Background: an optimization exercise with open tools, aiming at small area and a short achievable clock period. Do not read the settings as production practice. The RTL was checked by simulation tests, not by an equivalence proof against the original design. Power and IR drop assume default switching activity.

==> design.v <==
module ddr2_cmd_responder #(
  parameter int BA_BITS      = 3,
  parameter int ADDR_BITS    = 13,
  parameter int DQ_BITS      = 16,
  parameter int DM_BITS      = 2,
  parameter int COL_IDX_BITS = 4
) (
  input  logic                 clk,
  input  logic                 rst,
  input  logic                 cke,
  input  logic                 cs_n,
  input  logic                 ras_n,
  input  logic                 cas_n,
  input  logic                 we_n,
  input  logic [BA_BITS-1:0]   ba,
  input  logic [ADDR_BITS-1:0] addr,
  input  logic [DQ_BITS-1:0]   dq_in,
  input  logic [DM_BITS-1:0]   dm,
  output logic [DQ_BITS-1:0]   dq_out,
  output logic                 dq_oe,
  output logic                 ready,
  output logic                 err,
  output logic [2:0]           err_code
);
  localparam int NBANK  = 1 << BA_BITS;
  localparam int MEM_AW = BA_BITS + COL_IDX_BITS;
  localparam int DEPTH  = 1 << MEM_AW;
  localparam int BYTE_W = DQ_BITS / DM_BITS;
  localparam logic [2:0] C_MRS = 3'b000, C_REF = 3'b001, C_PRE = 3'b010, C_ACT = 3'b011;
  localparam logic [2:0] C_WR  = 3'b100, C_RD  = 3'b101, C_NOP = 3'b111;
  localparam logic [2:0] E_NOT_INIT = 3'd1, E_BAD_MODE = 3'd2, E_ACT_OPEN = 3'd3;
  localparam logic [2:0] E_REF_OPEN = 3'd4, E_CLOSED   = 3'd5, E_OVERLAP  = 3'd6;
  typedef enum logic [1:0] {PWRUP, WAIT_PREA, WAIT_MRS, READY} state_t;
  state_t                  state_q, state_d;
  logic                    ready_q, ready_d;
  logic [2:0]              cl_q, cl_d;
  logic                    bl8_q, bl8_d;
  logic [NBANK-1:0]        open_q, open_d;
  logic [NBANK-1:0][ADDR_BITS-1:0] row_q;
  logic [NBANK-1:0][ADDR_BITS-1:0] row_d;
  logic                    busy_q, busy_d;
  logic                    rd_q, rd_d;
  logic                    bbl8_q, bbl8_d;
  logic [2:0]              wait_q, wait_d;
  logic [2:0]              beat_q, beat_d;
  logic [BA_BITS-1:0]      bank_q, bank_d;
  logic [COL_IDX_BITS-1:0] start_q, start_d;
  logic                    err_q, err_d;
  logic [2:0]              code_q, code_d;
  logic                    dq_oe_q, dq_oe_d;
  logic [DQ_BITS-1:0]      dq_out_q, dq_out_d;
  logic [DQ_BITS-1:0]      mem_q [DEPTH];
  logic                    mem_we;
  logic [MEM_AW-1:0]       mem_idx;
  logic [DQ_BITS-1:0]      mem_wdata;
  logic [2:0]              cmd;
  logic [COL_IDX_BITS-1:0] col_mask;
  logic [COL_IDX_BITS-1:0] beat_col;
  logic                    mode_ok;
  logic                    new_err;
  logic [2:0]              new_code;
  assign cmd      = (!cs_n && cke) ? {ras_n, cas_n, we_n} : C_NOP;
  assign col_mask = bbl8_q ? COL_IDX_BITS'(7) : COL_IDX_BITS'(3);
  assign beat_col = (start_q & ~col_mask) | ((start_q + COL_IDX_BITS'(beat_q)) & col_mask);
  assign mem_idx  = {bank_q, beat_col};
  assign mode_ok  = (addr[6:4] == 3'd3 || addr[6:4] == 3'd4 || addr[6:4] == 3'd5)
                    && (addr[2:1] == 2'b01);
  always_comb begin
    mem_wdata = mem_q[mem_idx];
    for (int b = 0; b < DM_BITS; b++) begin
      if (!dm[b]) mem_wdata[b*BYTE_W +: BYTE_W] = dq_in[b*BYTE_W +: BYTE_W];
    end
  end
  always_comb begin
    state_d  = state_q;
    cl_d     = cl_q;
    bl8_d    = bl8_q;
    open_d   = open_q;
    row_d    = row_q;
    busy_d   = busy_q;
    rd_d     = rd_q;
    bbl8_d   = bbl8_q;
    wait_d   = wait_q;
    beat_d   = beat_q;
    bank_d   = bank_q;
    start_d  = start_q;
    err_d    = err_q;
    code_d   = code_q;
    dq_oe_d  = 1'b0;
    dq_out_d = '0;
    mem_we   = 1'b0;
    new_err  = 1'b0;
    new_code = 3'd0;
    if (busy_q) begin
      if (wait_q != 3'd0) begin
        wait_d = wait_q - 3'd1;
      end else begin
        if (rd_q) begin
          dq_oe_d  = 1'b1;
          dq_out_d = mem_q[mem_idx];
        end else begin
          mem_we = 1'b1;
        end
        beat_d = beat_q + 3'd1;
        if (beat_q == (bbl8_q ? 3'd7 : 3'd3)) busy_d = 1'b0;
      end
    end
    if (state_q == PWRUP && cke) state_d = WAIT_PREA;
    case (cmd)
      C_MRS: begin
        if (ba == '0) begin
          if (mode_ok) begin
            cl_d  = addr[6:4];
            bl8_d = addr[0];
          end else begin
            new_err  = 1'b1;
            new_code = E_BAD_MODE;
          end
          if (state_q == WAIT_MRS) state_d = READY;
        end
      end
      C_PRE: begin
        if (addr[10]) open_d = '0;
        else          open_d[ba] = 1'b0;
        if (state_q == WAIT_PREA && addr[10]) state_d = WAIT_MRS;
      end
      C_REF, C_ACT, C_WR, C_RD: begin
        if (state_q != READY) begin
          new_err  = 1'b1;
          new_code = E_NOT_INIT;
        end else if (cmd == C_REF) begin
          if (|open_q) begin
            new_err  = 1'b1;
            new_code = E_REF_OPEN;
          end
        end else if (cmd == C_ACT) begin
          if (open_q[ba]) begin
            new_err  = 1'b1;
            new_code = E_ACT_OPEN;
          end else begin
            open_d[ba] = 1'b1;
            row_d[ba]  = addr;
          end
        end else if (!open_q[ba]) begin
          new_err  = 1'b1;
          new_code = E_CLOSED;
        end else if (busy_q) begin
          new_err  = 1'b1;
          new_code = E_OVERLAP;
        end else begin
          busy_d  = 1'b1;
          rd_d    = (cmd == C_RD);
          wait_d  = (cmd == C_RD) ? cl_q - 3'd1 : cl_q - 3'd2;
          beat_d  = 3'd0;
          bank_d  = ba;
          start_d = addr[COL_IDX_BITS-1:0];
          bbl8_d  = bl8_q;
        end
      end
      default: ;
    endcase
    if (new_err && !err_q) begin
      err_d  = 1'b1;
      code_d = new_code;
    end
    ready_d = (state_d == READY);
  end
  always_ff @(posedge clk) begin
    if (rst) begin
      state_q  <= PWRUP;
      ready_q  <= 1'b0;
      cl_q     <= 3'd3;
      bl8_q    <= 1'b0;
      open_q   <= '0;
      busy_q   <= 1'b0;
      rd_q     <= 1'b0;
      bbl8_q   <= 1'b0;
      wait_q   <= 3'd0;
      beat_q   <= 3'd0;
      bank_q   <= '0;
      start_q  <= '0;
      err_q    <= 1'b0;
      code_q   <= 3'd0;
      dq_oe_q  <= 1'b0;
      dq_out_q <= '0;
    end else begin
      state_q  <= state_d;
      ready_q  <= ready_d;
      cl_q     <= cl_d;
      bl8_q    <= bl8_d;
      open_q   <= open_d;
      busy_q   <= busy_d;
      rd_q     <= rd_d;
      bbl8_q   <= bbl8_d;
      wait_q   <= wait_d;
      beat_q   <= beat_d;
      bank_q   <= bank_d;
      start_q  <= start_d;
      err_q    <= err_d;
      code_q   <= code_d;
      dq_oe_q  <= dq_oe_d;
      dq_out_q <= dq_out_d;
    end
  end
  always_ff @(posedge clk) begin
    row_q <= row_d;
    if (mem_we && !rst) mem_q[mem_idx] <= mem_wdata;
  end
  assign dq_out   = dq_out_q;
  assign dq_oe    = dq_oe_q;
  assign ready    = ready_q;
  assign err      = err_q;
  assign err_code = code_q;
endmodule
==> run.sh <==
#!/bin/bash
# synth_recipe.tcl (not shown) runs the flow's synth.tcl, then flattens the netlist and writes it again
# the make line also repeats each setting of config.mk as NAME=value (left out here)
make -C /OpenROAD-flow-scripts/flow DESIGN_CONFIG=/design/flow/config.mk WORK_HOME=/design/flow/orfs CLKGATE_MAP_FILE= SYNTH_SCRIPT=/design/flow/synth_recipe.tcl finish
==> config.mk <==
export PLATFORM = sky130hd
export DESIGN_NAME = ddr2_cmd_responder
export DESIGN_NICKNAME = ddr2_cmd_responder
export VERILOG_FILES = /design/flow/design.v
export SDC_FILE = /design/flow/constraint.sdc
export NUM_CORES = 4
export LEC_CHECK = 0
export CAP_MARGIN = 20
export CORE_MARGIN = 2
export CORE_UTILIZATION = 50
export PLACE_DENSITY = 0.6
export SLEW_MARGIN = 20
==> constraint.sdc <==
create_clock -name core_clock -period 5.5 [get_ports {clk}]
set_input_delay 1.1000 -clock core_clock [delete_from_list [all_inputs] [get_ports {clk}]]
set_output_delay 1.1000 -clock core_clock [all_outputs]
set_load 0.01 [all_outputs]
==> run summary <==
## Yosys cell counts, drive strengths merged, types with 2 or more instances
| library cell | n | area, sq um |
|---|---|---|
| a211oi | 4 | 30.03 |
| a21oi | 47 | 235.2 |
| a22oi | 2 | 15.01 |
| a31oi | 4 | 25.02 |
| and2 | 4 | 25.02 |
| and3 | 7 | 43.79 |
| and4 | 16 | 140.1 |
| buf | 131 | 860.8 |
| bufbuf | 2 | 37.54 |
| clkbuf | 101 | 390.4 |
| dfxtp | 52 | 1041 |
| edfxtp | 2048 | 61500 |
| ha | 9 | 112.6 |
| inv | 16 | 60.06 |
| mux2i | 265 | 2653 |
| mux4 | 512 | 11530 |
| nand2 | 553 | 2078 |
| nand3 | 11 | 55.05 |
| nand4 | 4 | 25.02 |
| nor2 | 195 | 732.0 |
| nor2b | 10 | 62.56 |
| nor3 | 13 | 70.07 |
| nor3b | 2 | 15.01 |
| nor4 | 2 | 12.51 |
| o21a | 2 | 15.01 |
| o21ai | 8 | 40.03 |
| o41ai | 64 | 560.5 |
| or4 | 2 | 15.01 |
| xnor2 | 6 | 52.55 |
| xor2 | 3 | 45.05 |
## cells by family (layout without fill, tap and decap cells)
group,count (synthesis),after routing,synth area share
AOI/OAI and AO/OA,136,136,0.01166
xor gates and xnor gates,9,9,0.001182
adders and majority gates,10,10,0.001606
buffers and inverters,250,793,0.01633
DFF,2100,2100,0.7572
muxes,777,777,0.1717
other,0,6,0
and+or+nand+nor,825,825,0.04030
## per-stage QoR
| stage | util | hold slack, ns |
|---|---|---|
| global placement | 0.5353 | 0.4485 |
| global route | 0.5747 | 0.4818 |
| finish | 0.5748 | 0.4582 |
| CTS | 0.5747 | 0.4578 |
| floorplan | - | 0.4312 |
| detailed placement | 0.5354 | 0.4517 |
## layer usage
metal | global-route usage | vias up
li1 | - | 17368
met1 | 0.3597 | 21979
met2 | 0.3812 | 1500
met3 | 0.03985 | 305
met4 | 0.07194 | 2
met5 | 0 | -
## sequential cells by signal, indices dropped and copies added, names as in the netlist, 2 cells and up
name / flops
bank_q: 3
beat_q: 3
cl_q: 3
code_q: 3
dq_out_q: 16
mem_q: 2048
open_q: 8
start_q: 4
state_q: 2
wait_q: 3
## area by class of cell
type,instances,area (sq um),area share
flip-flops and latches,2100,62540,0.6617
clock buffers,268,5515,0.05835
inverters,16,60.06,0.0006354
well taps,2189,2739,0.02898
clock inverters,117,948.4,0.01003
multi-input cells,1757,19020,0.2013
diodes,6,15.01,0.0001589
repair buffers,392,3674,0.03887
## worst min-delay path by stage
stage	from	end	cells after the start
finish	bl8_q	bbl8_q	2
global route	bl8_q	bbl8_q	2
CTS	bl8_q	bbl8_q	2
detailed placement	bl8_q	bbl8_q	2
global placement	bl8_q	bbl8_q	2
floorplan	bl8_q	bbl8_q	2
## worst min-delay path, delay by kind of cell (launching register included)
family / cells / cell delay, ns
flip-flops: 1 / 0.31
AO/OA/AOI/OAI: 1 / 0.05
AND/OR/NAND/NOR: 1 / 0.05
## cells in the final DEF, fill, tap and decap left out, drive strengths merged, types with 3 or more instances in the layout
| master | Yosys | final |
|---|---|---|
| a211oi | 4 | 4 |
| a21oi | 47 | 47 |
| a31oi | 4 | 4 |
| and2 | 4 | 4 |
| and3 | 7 | 7 |
| and4 | 16 | 16 |
| buf | 131 | 335 |
| bufinv | 0 | 13 |
| clkbuf | 101 | 268 |
| clkdlybuf4s50 | 0 | 57 |
| clkinv | 0 | 90 |
| clkinvlp | 0 | 6 |
| dfxtp | 52 | 52 |
| diode | 0 | 6 |
| edfxtp | 2048 | 2048 |
| ha | 9 | 9 |
| inv | 16 | 24 |
| mux2i | 265 | 265 |
| mux4 | 512 | 512 |
| nand2 | 553 | 553 |
| nand3 | 11 | 11 |
| nand4 | 4 | 4 |
| nor2 | 195 | 195 |
| nor2b | 10 | 10 |
| nor3 | 13 | 13 |
| o21ai | 8 | 8 |
| o41ai | 64 | 64 |
| xnor2 | 6 | 6 |
| xor2 | 3 | 3 |
## power breakdown
group / internal (mW) / switching, mW / total [mW] / leakage, nW
clock: 7.67 / 5.94 / 13.6 / 3.15
combinational: 0.0892 / 0.369 / 0.459 / 9.36
sequential: 17.6 / 0.00179 / 17.6 / 18.7
==> impl_metrics.csv <==
group,metric,value,unit
run_status,status,"finished clean",
cts,clock_path_buffers,3,
flow_run,maxCapViolCount,0,
placement,pre_cts_ws,0.3771,ns
worst_setup_path,rrSetupSlack,0.27,ns
drt,routedWlPerCell,29.87,microns
global_routing,antenna_found_initial,10,
timing,fmax,191.1,MHz
worst_setup_path,worst-path-buf-inv,5,
yosys,yosys_register_bits,2100,
yosys,syn_area_per_cell,20.11,sq um
drt,met3_length,15.21,mm
drt,avgViaCountPerCell,6.012,
worst_setup_path,endpoint,"mem_q[66][5]",
pwr,total_power,31.65,mW
yosys,yosysWarnings,1,
yosys,synth-seq-area-share,0.7572,
timing,fin_crit_sh,0.9514,
worst_setup_path,worstPathCellList,"ha_4, inv_1, fa_4, buf_12, buf_12, buf_12, mux4_2, nand2_1, mux2i_1, o41ai_2, and4_1, a21oi_4, buf_12",
floorplan,core,164400,sq um
floorplan,rows,149,
floorplan,die-area,168500,sq um
cells_and_area,stdcell_area,94520,sq um
cells_and_area,nets,4527,
min_path,hp-class,"reg2reg",
timing,setup_violations,0,
drt,drc,0,
worst_setup_path,cpPeakStageDelay,0.92,ns
placement,dp.cells,6454,
worst_setup_path,cpMostUsedCell,"buf_12",
worst_setup_path,worst-setup-path-type,"reg2reg",
drt,highest_layer,"met5",
yosys,synth_edf_count,2048,
drt,met1Wirelength,86.98,mm
drt,num_vias,41154,
timing,fin_worst_skew,0.02989,ns
cts,clk_pin_slew,0.06,ns
worst_setup_path,worstSetupPathDepth,13,
cts,postCtsHoldBufs,0,
pwr,power.density,334.9,nW/um^2
global_routing,grt_start_max_net_pins,129,
yosys,async_flop_share,0,
worst_setup_path,path_delay_family,"compound AO/OA/AOI/OAI gates",
floorplan,io_pins,63,
cts,cts_resized,0,
worst_setup_path,critical_path.startpoint,"beat_q[0]",
drt,drt_iter0_markers,4576,
floorplan,die_w,410.4,microns
cts,clk_latency,0.85,ns
cts,cts_buffers,209,
worst_setup_path,cp.required,6.01,ns
cts,cts-htree-levels,4,
timing,setup-tns-final,0,ns
timing,period_needed,5.233,ns
yosys,synthFlopType,"edfxtp_1",
cts,cts_setup_buffers,0,
global_routing,grt_overflow_total,0,
timing,hold_viol,0,
yosys,syn_nets,4158,
cells_and_area,drive_gt1_frac,0.2508,
cells_and_area,instances_no_fill,6845,
timing,final-max-slew-violation-count,0,
worst_setup_path,cp.arrival,5.74,ns
pwr,peakVddDrop,336.2,uV
worst_setup_path,reg2regPathDepth,13,
floorplan,die_h,410.4,microns
yosys,yosysUniqueCellTypes,52,
floorplan,start_util,0.5023,
cts,cts_tree,"built",
placement,gp_congestion,0.8152,
global_routing,grt_pass1_wl,292.9,mm
global_routing,grt_use_total,0.2446,
timing,fin_ws,0.2674,ns
drt,drt_wl_total,204.4,mm
cells_and_area,area_delta_synth_final,14.43,%
placement,hpwl,122.6,mm
cts,cts_root_buffer,"clkbuf_16",
yosys,syn_area,82590,sq um
worst_setup_path,cp-end-kind,"flop",
worst_setup_path,path_max_fanout,74,
drt,postRouteAntennaNets,0,
worst_setup_path,critPathLaunchType,"flop",
timing,tightest_slew,1.160,ns
global_routing,grt_pass1_vias,40685,
drt,dr_wl_met2,96.88,mm
worst_setup_path,slowest_stage,"fa_4",
cells_and_area,n_fill_cell,12240,
pwr,power.leakage,31.26,nW
timing,rsz0062_at_grt,"no",
placement,io_buffers,57,
timing,max_slew_margin,0.2182,
cts,numClockSinks,2100,
worst_setup_path,r2r-end,"mem_q[66][5]",
yosys,synthCells,4107,
placement,dpl_cell_area,88040,sq um
drt,firstDrtPassIters,5,
worst_setup_path,r2r_start,"beat_q[0]",

## port drivers added, routing unchanged
No port has a modelled driver above. Below, the same layout with a new extraction and two added sets of constraints.
Step 1, drivers: a clkbuf_16 drives clk and a buf_2 each remaining input, both assumed.
Step 2 moves the port delays by t, midway between the first and last clock arrival at a register: inputs arrive t later, outputs are due t later. That takes back most of the time a late clock gives input paths.
Three values: ideal, step 1, step 2; two values: the first two.
shift t [ns]: 0.917
slack for setup (ns): 0.267 / 0.267 / 0.267
cell pins on the clock port's net: 1
After both steps this run still meets setup and hold. The setup slack of this run moves by 0.000 ns with the drivers and by 0.000 ns with both steps.
